Context: an optimization exercise on an open-source flow, tuned for small area, a short achievable clock period and few clock cycles per item. The choices shown serve that exercise and are no tape-out recipe.
The RTL was checked by simulation tests, not by an equivalence proof against the original design.
Power is estimated from default activity; no workload was simulated.

**flow/run.sh**
```bash
#!/bin/bash
# synth_recipe.tcl (not shown) runs the flow's synth.tcl, then flattens the netlist and writes it again
# the make line also repeats each setting of config.mk as NAME=value (left out here)
make -C /OpenROAD-flow-scripts/flow DESIGN_CONFIG=/design/flow/config.mk WORK_HOME=/design/flow/orfs CLKGATE_MAP_FILE= SYNTH_SCRIPT=/design/flow/synth_recipe.tcl finish
```
**flow/config.mk**
```make
export PLATFORM = sky130hd
export DESIGN_NAME = word_sequence_matcher_unit
export DESIGN_NICKNAME = word_sequence_matcher_unit
export VERILOG_FILES = /design/flow/design.v
export SDC_FILE = /design/flow/constraint.sdc
export NUM_CORES = 4
export LEC_CHECK = 0
export CAP_MARGIN = 20
export CORE_MARGIN = 2
export CORE_UTILIZATION = 40
export SLEW_MARGIN = 20
```
**flow/constraint.sdc**
```tcl
create_clock -name core_clock -period 5.0 [get_ports {clk}]
set_input_delay 1.0000 -clock core_clock [delete_from_list [all_inputs] [get_ports {clk}]]
set_output_delay 1.0000 -clock core_clock [all_outputs]
set_load 0.01 [all_outputs]
```
**flow/design.v**
```verilog
`timescale 1ns / 1ps
package wsm_pkg;
  localparam int unsigned MAX_PATTERN_WORDS = 32;
  localparam int unsigned IDX_W             = $clog2(MAX_PATTERN_WORDS);
  localparam int unsigned WORD_W            = 64;
  localparam int unsigned CNT_W             = 17;
  localparam int unsigned LEN_W             = 6;
  localparam logic [CNT_W-1:0] TEXT_CAP     = 17'd65536;
  localparam int unsigned IN_FIELDS_W  = IDX_W + WORD_W;
  localparam int unsigned IN_DATA_W    = ((IN_FIELDS_W + 7) / 8) * 8;
  localparam int unsigned OUT_FIELDS_W = 1 + 3 * CNT_W;
  localparam int unsigned OUT_DATA_W   = ((OUT_FIELDS_W + 7) / 8) * 8;
  typedef enum logic [1:0] {
    OP_LOAD     = 2'd0,
    OP_TEXT     = 2'd1,
    OP_NEW_TEXT = 2'd2,
    OP_NONE     = 2'd3
  } op_t;
  typedef struct packed {
    logic shift_word;    
    logic clear_words;   
    logic rotate_pat;    
  } cell_ctrl_t;
endpackage
`timescale 1ns / 1ps
module wsm_cell (
  input  logic                       clk,
  input  logic                       rst_n,
  input  wsm_pkg::cell_ctrl_t        ctrl,
  input  logic                       load_en,
  input  logic [wsm_pkg::WORD_W-1:0] load_code,
  input  logic [wsm_pkg::WORD_W-1:0] word_in,
  input  logic [wsm_pkg::WORD_W-1:0] pat_in,
  output logic [wsm_pkg::WORD_W-1:0] word_out,
  output logic [wsm_pkg::WORD_W-1:0] pat_out,
  output logic                       eq
);
  logic [wsm_pkg::WORD_W-1:0] word_r;
  logic [wsm_pkg::WORD_W-1:0] pat_r;
  always_ff @(posedge clk) begin
    if (!rst_n) begin
      word_r <= '0;
    end else if (ctrl.clear_words) begin
      word_r <= '0;
    end else if (ctrl.shift_word) begin
      word_r <= word_in;
    end
  end
  always_ff @(posedge clk) begin
    if (ctrl.rotate_pat) begin
      pat_r <= pat_in;
    end else if (load_en) begin
      pat_r <= load_code;
    end
  end
  assign eq       = (word_in == pat_r);
  assign word_out = word_r;
  assign pat_out  = pat_r;
endmodule
`timescale 1ns / 1ps
module word_sequence_matcher_unit (
  input  logic                           clk,
  input  logic                           rst_n,
  input  logic                           in_tvalid,
  output logic                           in_tready,
  input  logic [wsm_pkg::IN_DATA_W-1:0]  in_tdata,
  input  logic [1:0]                     in_tuser,
  output logic                           out_tvalid,
  input  logic                           out_tready,
  output logic [wsm_pkg::OUT_DATA_W-1:0] out_tdata,
  input  logic                           cfg_wr_en,
  input  logic [wsm_pkg::LEN_W-1:0]      cfg_wr_data
);
  localparam int unsigned N  = wsm_pkg::MAX_PATTERN_WORDS;
  localparam int unsigned IW = wsm_pkg::IDX_W;
  localparam int unsigned WW = wsm_pkg::WORD_W;
  localparam int unsigned CW = wsm_pkg::CNT_W;
  wsm_pkg::op_t          in_op;
  logic [IW-1:0]         in_idx;
  logic [WW-1:0]         in_code;
  logic                  in_acc;
  logic [IW-1:0]         len_m1_r;
  logic [IW-1:0]         len_m1_nxt;
  logic [IW-1:0]         cfg_len_m1;
  logic [IW-1:0]         rot_r;
  logic [IW-1:0]         rot_nxt;
  logic [IW-1:0]         rot_base;
  logic                  rotating;
  logic [CW-1:0]         pos_r;
  logic [CW-1:0]         pos_nxt;
  logic [CW-1:0]         cnt_r;
  logic [CW-1:0]         cnt_nxt;
  logic                  out_valid_r;
  logic [wsm_pkg::OUT_DATA_W-1:0] out_data_r;
  logic [wsm_pkg::OUT_DATA_W-1:0] out_data_nxt;
  wsm_pkg::cell_ctrl_t   ctrl;
  logic [IW-1:0]         load_cell;
  logic [WW-1:0]         word_link [N+1];
  logic [WW-1:0]         pat_link  [N];
  logic [N-1:0]          cell_eq;
  logic [N-1:0]          cell_active;
  logic                  is_text;
  logic                  window_hit;
  logic                  hit;
  logic [CW-1:0]         start;
  assign in_op   = wsm_pkg::op_t'(in_tuser);
  assign in_idx  = in_tdata[IW-1:0];
  assign in_code = in_tdata[IW+WW-1:IW];
  assign rotating  = (rot_r != '0);
  assign in_tready = !rotating && (!out_valid_r || out_tready);
  assign in_acc    = in_tvalid && in_tready;
  assign is_text   = in_acc && (in_op == wsm_pkg::OP_TEXT);
  always_comb begin
    priority if (cfg_wr_data == '0) begin
      cfg_len_m1 = '0;
    end else if (cfg_wr_data >= wsm_pkg::LEN_W'(N)) begin
      cfg_len_m1 = IW'(N - 1);
    end else begin
      cfg_len_m1 = IW'(cfg_wr_data - 1'b1);
    end
  end
  always_comb begin
    rot_base   = rotating ? (rot_r - 1'b1) : rot_r;
    rot_nxt    = rot_base;
    len_m1_nxt = len_m1_r;
    if (cfg_wr_en) begin
      rot_nxt    = rot_base + (cfg_len_m1 - len_m1_r);
      len_m1_nxt = cfg_len_m1;
    end
  end
  always_ff @(posedge clk) begin
    if (!rst_n) begin
      len_m1_r <= '0;
      rot_r    <= '0;
    end else begin
      len_m1_r <= len_m1_nxt;
      rot_r    <= rot_nxt;
    end
  end
  always_comb begin
    ctrl.shift_word  = is_text;
    ctrl.clear_words = in_acc && (in_op == wsm_pkg::OP_NEW_TEXT);
    ctrl.rotate_pat  = rotating;
  end
  assign load_cell = len_m1_r - in_idx;
  assign word_link[0] = in_code;
  for (genvar k = 0; k < N; k++) begin : g_cell
    localparam int unsigned PREV = (k + N - 1) % N;
    wsm_cell u_cell (
      .clk       (clk),
      .rst_n     (rst_n),
      .ctrl      (ctrl),
      .load_en   (in_acc && (in_op == wsm_pkg::OP_LOAD) && (load_cell == IW'(k))),
      .load_code (in_code),
      .word_in   (word_link[k]),
      .pat_in    (pat_link[PREV]),
      .word_out  (word_link[k+1]),
      .pat_out   (pat_link[k]),
      .eq        (cell_eq[k])
    );
    assign cell_active[k] = (IW'(k) <= len_m1_r);
  end
  logic [WW-1:0] dropped_word;
  assign dropped_word = word_link[N];
  always_comb begin
    pos_nxt = pos_r;
    cnt_nxt = cnt_r;
    if (in_acc) begin
      unique case (in_op)
        wsm_pkg::OP_TEXT: begin
          if (pos_r < wsm_pkg::TEXT_CAP) begin
            pos_nxt = pos_r + 1'b1;
          end
          if (hit && (cnt_r < wsm_pkg::TEXT_CAP)) begin
            cnt_nxt = cnt_r + 1'b1;
          end
        end
        wsm_pkg::OP_NEW_TEXT: begin
          pos_nxt = '0;
          cnt_nxt = '0;
        end
        wsm_pkg::OP_LOAD,
        wsm_pkg::OP_NONE: begin
        end
        default: begin
        end
      endcase
    end
  end
  always_comb begin
    logic [CW-1:0] pos_text;
    pos_text   = (pos_r < wsm_pkg::TEXT_CAP) ? (pos_r + 1'b1) : pos_r;
    window_hit = &(cell_eq | ~cell_active);
    hit        = is_text && window_hit && (pos_text > CW'(len_m1_r));
    start      = hit ? (pos_text - CW'(len_m1_r)) : '0;
  end
  always_ff @(posedge clk) begin
    if (!rst_n) begin
      pos_r <= '0;
      cnt_r <= '0;
    end else begin
      pos_r <= pos_nxt;
      cnt_r <= cnt_nxt;
    end
  end
  always_comb begin
    out_data_nxt = '0;
    out_data_nxt[wsm_pkg::OUT_FIELDS_W-1:0] = {pos_nxt, cnt_nxt, start, hit};
  end
  always_ff @(posedge clk) begin
    if (!rst_n) begin
      out_valid_r <= 1'b0;
    end else if (in_acc) begin
      out_valid_r <= 1'b1;
    end else if (out_tready) begin
      out_valid_r <= 1'b0;
    end
  end
  always_ff @(posedge clk) begin
    if (in_acc) begin
      out_data_r <= out_data_nxt;
    end
  end
  assign out_tvalid = out_valid_r;
  assign out_tdata  = out_data_r ^ {wsm_pkg::OUT_DATA_W{1'b0 & dropped_word[0]}};
endmodule
```
==> run summary <==
## cell usage in the layout, fill, tap and decap left out, types with 32 or more instances in the layout
cell,count
dfxtp_1,2029
edfxtp_1,2100
nand4_1,230
nor2_1,58
nor4_1,446
buf_4,431
xor2_1,1584
nand2_1,8127
xnor2_1,505
o21ai_4,32
bufinv_16,35
clkbuf_8,54
clkdlybuf4s50_1,135
clkinv_2,64
clkinv_1,55
buf_12,139
clkbuf_1,136
nand2_4,41
clkbuf_16,436
a21oi_1,2016
## cell families (layout without fill, tap and decap cells)
group                      after synthesis  after routing  synth area share, %
AOI/OAI and AO/OA                     2152           2152                6.335
xor gates and xnor gates              2089           2089                10.51
adders and majority gates               28             28               0.2272
buffers and inverters                 1148           1539                2.490
DFF                                   4129           4129                59.57
muxes                                   14             14              0.08124
other                                    1             28             0.002155
and+or+nand+nor                       9073           9073                20.78
## worst reg2reg max path, cell delays in order, from the launching register on
cell      delay (ns)
edfxtp_1        0.59
xor2_1          0.25
nor4_1          0.37
buf_4           0.18
nand4_1         0.08
nor3_1          0.80
buf_4           0.26
o311ai_1        0.08
or4_1           0.42
or4b_4          0.70
nor3_4          0.25
buf_4           0.22
a21oi_1         0.11
o22a_1          0.23
## through the flow
step                TNS (ns)  setup slack [ns]
CTS                        0            0.3204
global route               0           0.09738
global placement      -22.15           -0.6212
floorplan           -1905.01            -1.002
finish                     0            0.1706
detailed placement    -20.46           -0.5730
## routing by layer
layer	wire length [µm]	part of all wire (%)	global-route usage, %	vias up
li1	-	-	-	61430
met1	273000	40	40.17	67790
met2	300800	44	45.68	7048
met3	66050	9.8	5.666	1269
met4	36830	5.4	13.78	12
met5	72	0.011	0	-
## sequential cells by signal, summed over array words and instances, names as in the netlist
signal,flops
out_tdata,52
len_m1_r,5
cnt_r,17
g_cell.u_cell.word_r,1984
out_valid_r,1
pos_r,17
rot_r,5
g_cell.u_cell.pat_r,2048
## report_power, final
group	switching [mW]	leakage (nW)	internal [mW]	total [mW]
combinational	31.8	36.0	12.6	44.4
sequential	9.51	38.0	52.2	61.7
clock	14.1	6.93	18.7	32.8
total	55.4	80.9	83.5	139
## worst max path at each step
stage	from	endpoint	slack [ns]
2_1_floorplan	in_tdata[0]	g_cell[25].u_cell.pat_r[0]	-1.00
3_3_place_gp	in_tdata[67]	out_tdata[31]	-0.62
3_5_place_dp	in_tdata[67]	out_tdata[31]	-0.57
4_1_cts	g_cell[0].u_cell.pat_r[22]	out_tdata[31]	0.32
5_1_grt	g_cell[0].u_cell.pat_r[22]	cnt_r[16]	0.1
6_report	g_cell[0].u_cell.pat_r[22]	out_tdata[28]	0.17
## area by class of cell
type                            instances  area share, %
Tap cell                             5734          3.597
Clock inverter                        185          1.026
Multi-Input combinational cell      13360          33.54
Timing Repair Buffer                  705          3.694
Clock buffer                          626          6.098
Inverter                               23        0.04391
Sequential cell                      4129          51.97
Antenna cell                           24        0.03011
==> summary.md <==
| Metric | Value |
|---|---|
| Register area share after synthesis | `around three fifths` |
| Area Overhead vs Synth | `14.62%` |
| DR DRC count | `0` |
| Slew HR | `21.17%` |
| Leakage | `~80 nW` |
| Cell Area, Placed | `185200 µm²` |
| Post-CTS Setup Bufs | `0` |
| Peak supply drop | `between 0.0007 and 0.0008 V` |
| Fillers | `around 42000` |
| Total global-route track usage | `29.60%` |
| Fraction of registers with async set/reset | `0%` |
| Clock root buffer | `clkbuf_16` |
| Clock Latency Late Sink | `around 1.1 ns` |
| Fin. Hold Viols | `0` |
| Synth warn | `5` |
| CP Cell Sequence | `xor2_1, nor4_1, buf_4, nand4_1, nor3_1, buf_4, o311ai_1, or4_1, or4b_4, nor3_4, buf_4, a21oi_1, o22a_1` |
| Core area | `433900 µm²` |
| Nets@finish | `between 15000 and 20000` |
| Yosys cell types | `roughly 70` |
| DIE AREA | `approximately 440000 µm²` |
| Predominant post-synthesis flop cell | `edfxtp_1` |
| DRT antenna net count | `0` |
| Clock Path Buffers | `4` |
| Mapped Area | `174000 µm²` |
| Starting density of the core | `between 40% and 50%` |
| Hold endpoint | `g_cell[16].u_cell.word_r[1]` |
| Die W | `~660 µm` |
| Final period utilization | `a little over nine tenths` |
| Worst path required time | `roughly 5.7 ns` |
| First DRT Iteration DRCs | `slightly below 20000` |
| Worst Setup End Kind | `flop` |
| End of the worst register-to-register path | `out_tdata[28]` |
| Row count | `between 200 and 250` |
| Mapped Cells | `about 19000` |
| CTS resizes | `0` |
| Post-synth top area share | `36.23%` |
| Fin crit period | `approximately 4.8 ns` |
| Sequential cell area | `103700 µm²` |
| Kind of start point of the critical path | `flop` |
| Slowest stage delay, CP | `approximately 0.8 ns` |
| # setup viols final | `0` |
| Cts bufs inserted | `about 430` |
| Vias in the first global route | `about 130k` |
| Largest net degree at the start of global routing | `just over 200` |
| Count of pins over their slew limit | `0` |
| Layout Skew | `about 0.11 ns` |
| RSZ-0062 raised after global routing | `false` |
| Power Dens Cells | `696.3 nW/µm²` |
| Power after layout | `roughly 140 mW` |
| First-pass GRT wire length | `~950000 µm` |
| Post-synth EDFFs | `2100` |
| Global route overflow | `0` |
| Min-delay worst type | `flop to flop` |
| CP top delay family | `simple AND/OR/NAND/NOR gates` |
| CTS tree | `built` |
| Worst flop-to-flop path startpoint | `g_cell[0].u_cell.pat_r[22]` |
| IO Port Bufs | `between 100 and 150` |
| Most area-consuming cells after synthesis | `edfxtp_1 36%, dfxtp_1 23%, nand2_1 18%, xor2_1 8.0%, a21oi_1 5.8%` |
| Initial antenna violation count | `17` |
| Num Clock Sinks | `between 4000 and 5000` |
| Post-synthesis register bit count | `~4100` |
| Hold Path Cell Cnt | `2` |
| Hold Crit Start | `g_cell[15].u_cell.word_r[1]` |
| GP Congestion | `approximately 0.95` |
| Cell taking the most area after synthesis | `edfxtp_1` |
| Clock slew at reported path FFs | `0.06 ns` |
| Worst r2r path cells | `13` |
| WS Path Type | `flop to flop` |
| Crit path buffers/inverters | `3` |
| R2R Setup Slk | `roughly 0.17 ns` |
| Slew @ Worst Pin | `around 1.2 ns` |
| I/O pins | `between 100 and 150` |
| Most frequent CP cell | `buf_4` |
| Fin util | `roughly 46%` |
| CTS hold repair buffers | `0` |
| CP Depth | `13` |
| DPL Wire Length | `476300 µm` |
| Drt wl/cell | `around 27 µm` |
| Post-synth top cells | `8192 x nand2_1, 2100 x edfxtp_1, 2029 x dfxtp_1` |
| Drt via density | `5.549` |
| WHS | `between 0.4 and 0.5 ns` |
| Highest Clock Rate | `just over 200 MHz` |
| Max-cap viol count | `0` |
| DP Cell Count | `approximately 24000` |
| Syn avg cell area | `9.340 µm²` |
| Arrival time at the worst endpoint | `between 5 and 6 ns` |
| Most numerous cell in the Yosys netlist | `nand2_1` |
| Via count | `137500` |
| Crit Path Max Fanout | `13` |
| Final instance area | `about 200000 µm²` |
| CTS H-tree depth | `5` |
| Die Y | `between 600 and 700 µm` |
| Layout cells sized above 1 | `under 10%` |
| Critical-path top delay cell | `nor3_1` |
| Status | `timing/DRC/antenna clean` |
| Area of the multi-input gates | `roughly 67000 µm²` |
| DRT Wirelength | `676700 µm` |
| DR pass1 iterations | `6` |
| Non-filler cells, final | `24790` |
Testbench counts, summed over its fixed seeds: cycles 41,265, items 37,710.

[static timing again, ports no longer ideal]
The flow's constraints put no driver on any port. The routed layout listed below was extracted and timed again, unchanged, in two steps. Step 1 assumes that a clkbuf_16 drives the clock port and a buf_2 every other input. Step 2 moves the port delays by t, midway between the first and last clock arrival at a register: inputs arrive t later, outputs are due t later. That takes back most of the time a late clock gives input paths. a / b / c = ideal ports / drivers / drivers and shift; a / b = the first two.
t (ns): 1.096
setup slack, ns: 0.171 / 0.171 / -0.794
worst register clock-pin slew, ns: 0.07 / 0.07
Met with ideal ports but missed after step 2: setup timing in this run. For this run, drivers alone change the setup slack by 0.000 ns; drivers and shift together by -0.965 ns.
